From an optimization exercise on the open Yosys and OpenROAD flow, aimed at small area, a short achievable clock period and few clock cycles per item; shortcuts taken in it are not production practice. The RTL was checked by simulation tests, not by an equivalence proof against the original design. Power and IR drop assume default switching activity.

## cakeField
module cakeField
(
	input logic update,
	input logic rst,
	input logic step,
	input logic pixelReq,
	input logic [9:0] pixelX,
	input logic [9:0] pixelY,
	output logic pixelAck,
	output logic hitReq,
	output logic [23:0] hitMask,
	input logic hitAck
);
Settings: LEC_CHECK=0, CAP_MARGIN=20, CORE_MARGIN=2, CORE_UTILIZATION=40, SETUP_SLACK_MARGIN=2.8, SLEW_MARGIN=20; clock period 4.5 ns.
standard.sh (not shown) runs the stock make flow with config.mk's settings and CLKGATE_MAP_FILE= SYNTH_SCRIPT=/design/flow/synth_recipe.tcl, a recipe that flattens the netlist after the stock synthesis.
==> flow/flow/run.sh <==
#!/bin/bash
# Own layout flow: the standard flow, with the port buffers made from
# plain buffers (the standard flow picks a slow delay cell for them) and
# with the resizer free to swap a cell for one of another footprint.
# Synthesis is the standard one, run unchanged.
set -euo pipefail
bash standard.sh synth > synth.log 2>&1
bash standard.sh \
	"BUFFER_PORTS_ARGS=-buffer_cell sky130_fd_sc_hd__buf_4" \
	MATCH_CELL_FOOTPRINT=0 \
	finish > layout.log 2>&1
Testbench counts at the start, summed over its fixed seeds: cycles 6,904, queries 3,072.
Change:
==> flow/run.sh (new file) <==
#!/bin/bash
# synth_recipe.tcl (not shown) runs the flow's synth.tcl, then flattens the netlist and writes it again
# the make line also repeats each setting of config.mk as NAME=value (left out here)
make -C /OpenROAD-flow-scripts/flow DESIGN_CONFIG=/design/flow/config.mk WORK_HOME=/design/flow/orfs CLKGATE_MAP_FILE= SYNTH_SCRIPT=/design/flow/synth_recipe.tcl finish
--- a/flow/config.mk
+++ b/flow/config.mk
@@ -11 +10,0 @@
-export SETUP_SLACK_MARGIN = 2.8
removed: flow/flow/run.sh
removed: flow/standard.sh
Setup slack got worse by 0.91 ns.
Utilization falls by 12 points.
Sequential power hardly moves.
Non-clock buffer count falls by 148.
Power falls by a little under a tenth.
Wire length falls by about a fifth.
Fmax falls by a quarter to a third.
Design area falls by about a fifth.
Change:
==> flow/flow/run.sh (new file) <==
#!/bin/bash
# Own layout flow: the standard flow, with the port buffers made from
# plain buffers (the standard flow picks a slow delay cell for them) and
# with the resizer free to swap a cell for one of another footprint.
# Synthesis is the standard one, run unchanged.
set -euo pipefail
bash standard.sh synth > synth.log 2>&1
bash standard.sh \
	"BUFFER_PORTS_ARGS=-buffer_cell sky130_fd_sc_hd__buf_4" \
	MATCH_CELL_FOOTPRINT=0 \
	finish > layout.log 2>&1
==> flow/standard.sh (new file) <==
#!/bin/bash
# synth_recipe.tcl (not shown) runs the flow's synth.tcl, then flattens the netlist and writes it again
# the make line also repeats each setting of config.mk as NAME=value (left out here)
make -C /OpenROAD-flow-scripts/flow DESIGN_CONFIG=/design/flow/config.mk WORK_HOME=/design/flow/orfs CLKGATE_MAP_FILE= SYNTH_SCRIPT=/design/flow/synth_recipe.tcl "${@:-finish}"
--- a/flow/config.mk
+++ b/flow/config.mk
@@ -10,0 +11 @@
+export SETUP_SLACK_MARGIN = 2.3
removed: flow/run.sh
After rerunning: Sequential cell count stays the same. Synthesized area stays the same. Clock power came out higher by about 5%. Synthesized cell count stays the same. Cell count came out higher by 1.4%.
Change:
--- a/flow/config.mk
+++ b/flow/config.mk
@@ -11 +11 @@
-export SETUP_SLACK_MARGIN = 2.3
+export SETUP_SLACK_MARGIN = 0
What happened: The changed run ran to the end with no violations. Cell count goes down slightly. Sequential share of layout area climbs by 1.9 points. Maximum frequency fell by about a fifth. Synthesized cell count does not change.


== main ==
cakeField, a different RTL version from the one above (not shown whole).
Size: about 830 cells after synthesis, roughly 130 flip-flops, about 51 I/O pins, roughly 7400 um^2 of cells after synthesis.
clock: 4.5 ns
lec_check: 0
cap_margin: 20
core_margin: 2
core_utilization: 40
cts_buf_list: sky130_fd_sc_hd__clkbuf_4 sky130_fd_sc_hd__clkbuf_8
setup_slack_margin: 2.1
slew_margin: 20
==> flow/flow/run.sh <==
#!/bin/bash
# Own layout flow: the standard flow, with the port buffers made from
# plain buffers (the standard flow picks a slow delay cell for them) and
# with the resizer free to swap a cell for one of another footprint.
# Synthesis is the standard one except that it leaves adders to ABC
# instead of mapping them to the library's full/half adder cells
# (ADDER_MAP_FILE empty); registers and their names are unchanged.
set -euo pipefail
bash standard.sh ADDER_MAP_FILE= synth > synth.log 2>&1
bash standard.sh \
	ADDER_MAP_FILE= \
	"BUFFER_PORTS_ARGS=-buffer_cell sky130_fd_sc_hd__buf_2" \
	MATCH_CELL_FOOTPRINT=0 \
	finish > layout.log 2>&1
main ended with every stage complete and zero timing, DRC or antenna violations.
Testbench counts of main, summed over its fixed seeds: cycles 7,096, queries 3,072.
### main -> the feature branch
Settings: SETUP_SLACK_MARGIN now 2.0, was 2.1.
==> run summary <==
- ~same post-synthesis net count in main and the feature branch
- In the metrics for main and the feature branch, the one carrying the higher design area is main.
- The higher proportion of power drawn by combinational gates of main and the feature branch is in main.
- Count of buffers not belonging to the clock network in the layout delta for the feature branch relative to main: 4 lower
- Per the comparison of the feature branch with main, routed via count roughly the same; overall power consumption went down by 0.36%; area of the multi-input gates has decreased; sequential share of power moved up.

[port drivers added, routing unchanged]
How much do the figures lean on ideal ports? The routed layouts below were timed once more, with nothing changed but the port constraints.
Step 1 sets driving cells, clkbuf_16 on the clock port and buf_2 on the other inputs (assumed; they add their load-dependent delay and slew).
Step 2, shift: input delay + t, output delay - t, t = (earliest + latest rising clock arrival at the registers) / 2. This alone moves slack from input paths to output paths.
Three values: ideal, step 1, step 2; two values: the first two.
| run | shift t [ns] | setup slack, ns | worst setup path at the end |
|---|---|---|---|
| the first run of note 1 | 0.468 | 2.275 / 2.262 / 1.794 | input to register |
| the second run of note 1 | 0.463 | 1.369 / 1.386 / 0.923 | input to register |
| the third run of note 1 | 0.465 | 2.251 / 2.253 / 1.788 | input to register |
| the fourth run of note 1 | 0.459 | 1.883 / 1.902 / 1.443 | input to register |
| main | 0.477 | 2.154 / 2.154 / 1.850 | input to register |
| the feature branch | 0.477 | 2.120 / 2.120 / 1.838 | input to register |
After both steps setup and hold are still met in every run listed. For the first run of note 1, which loses most, drivers alone change the setup slack by -0.013 ns; drivers and shift together by -0.481 ns.
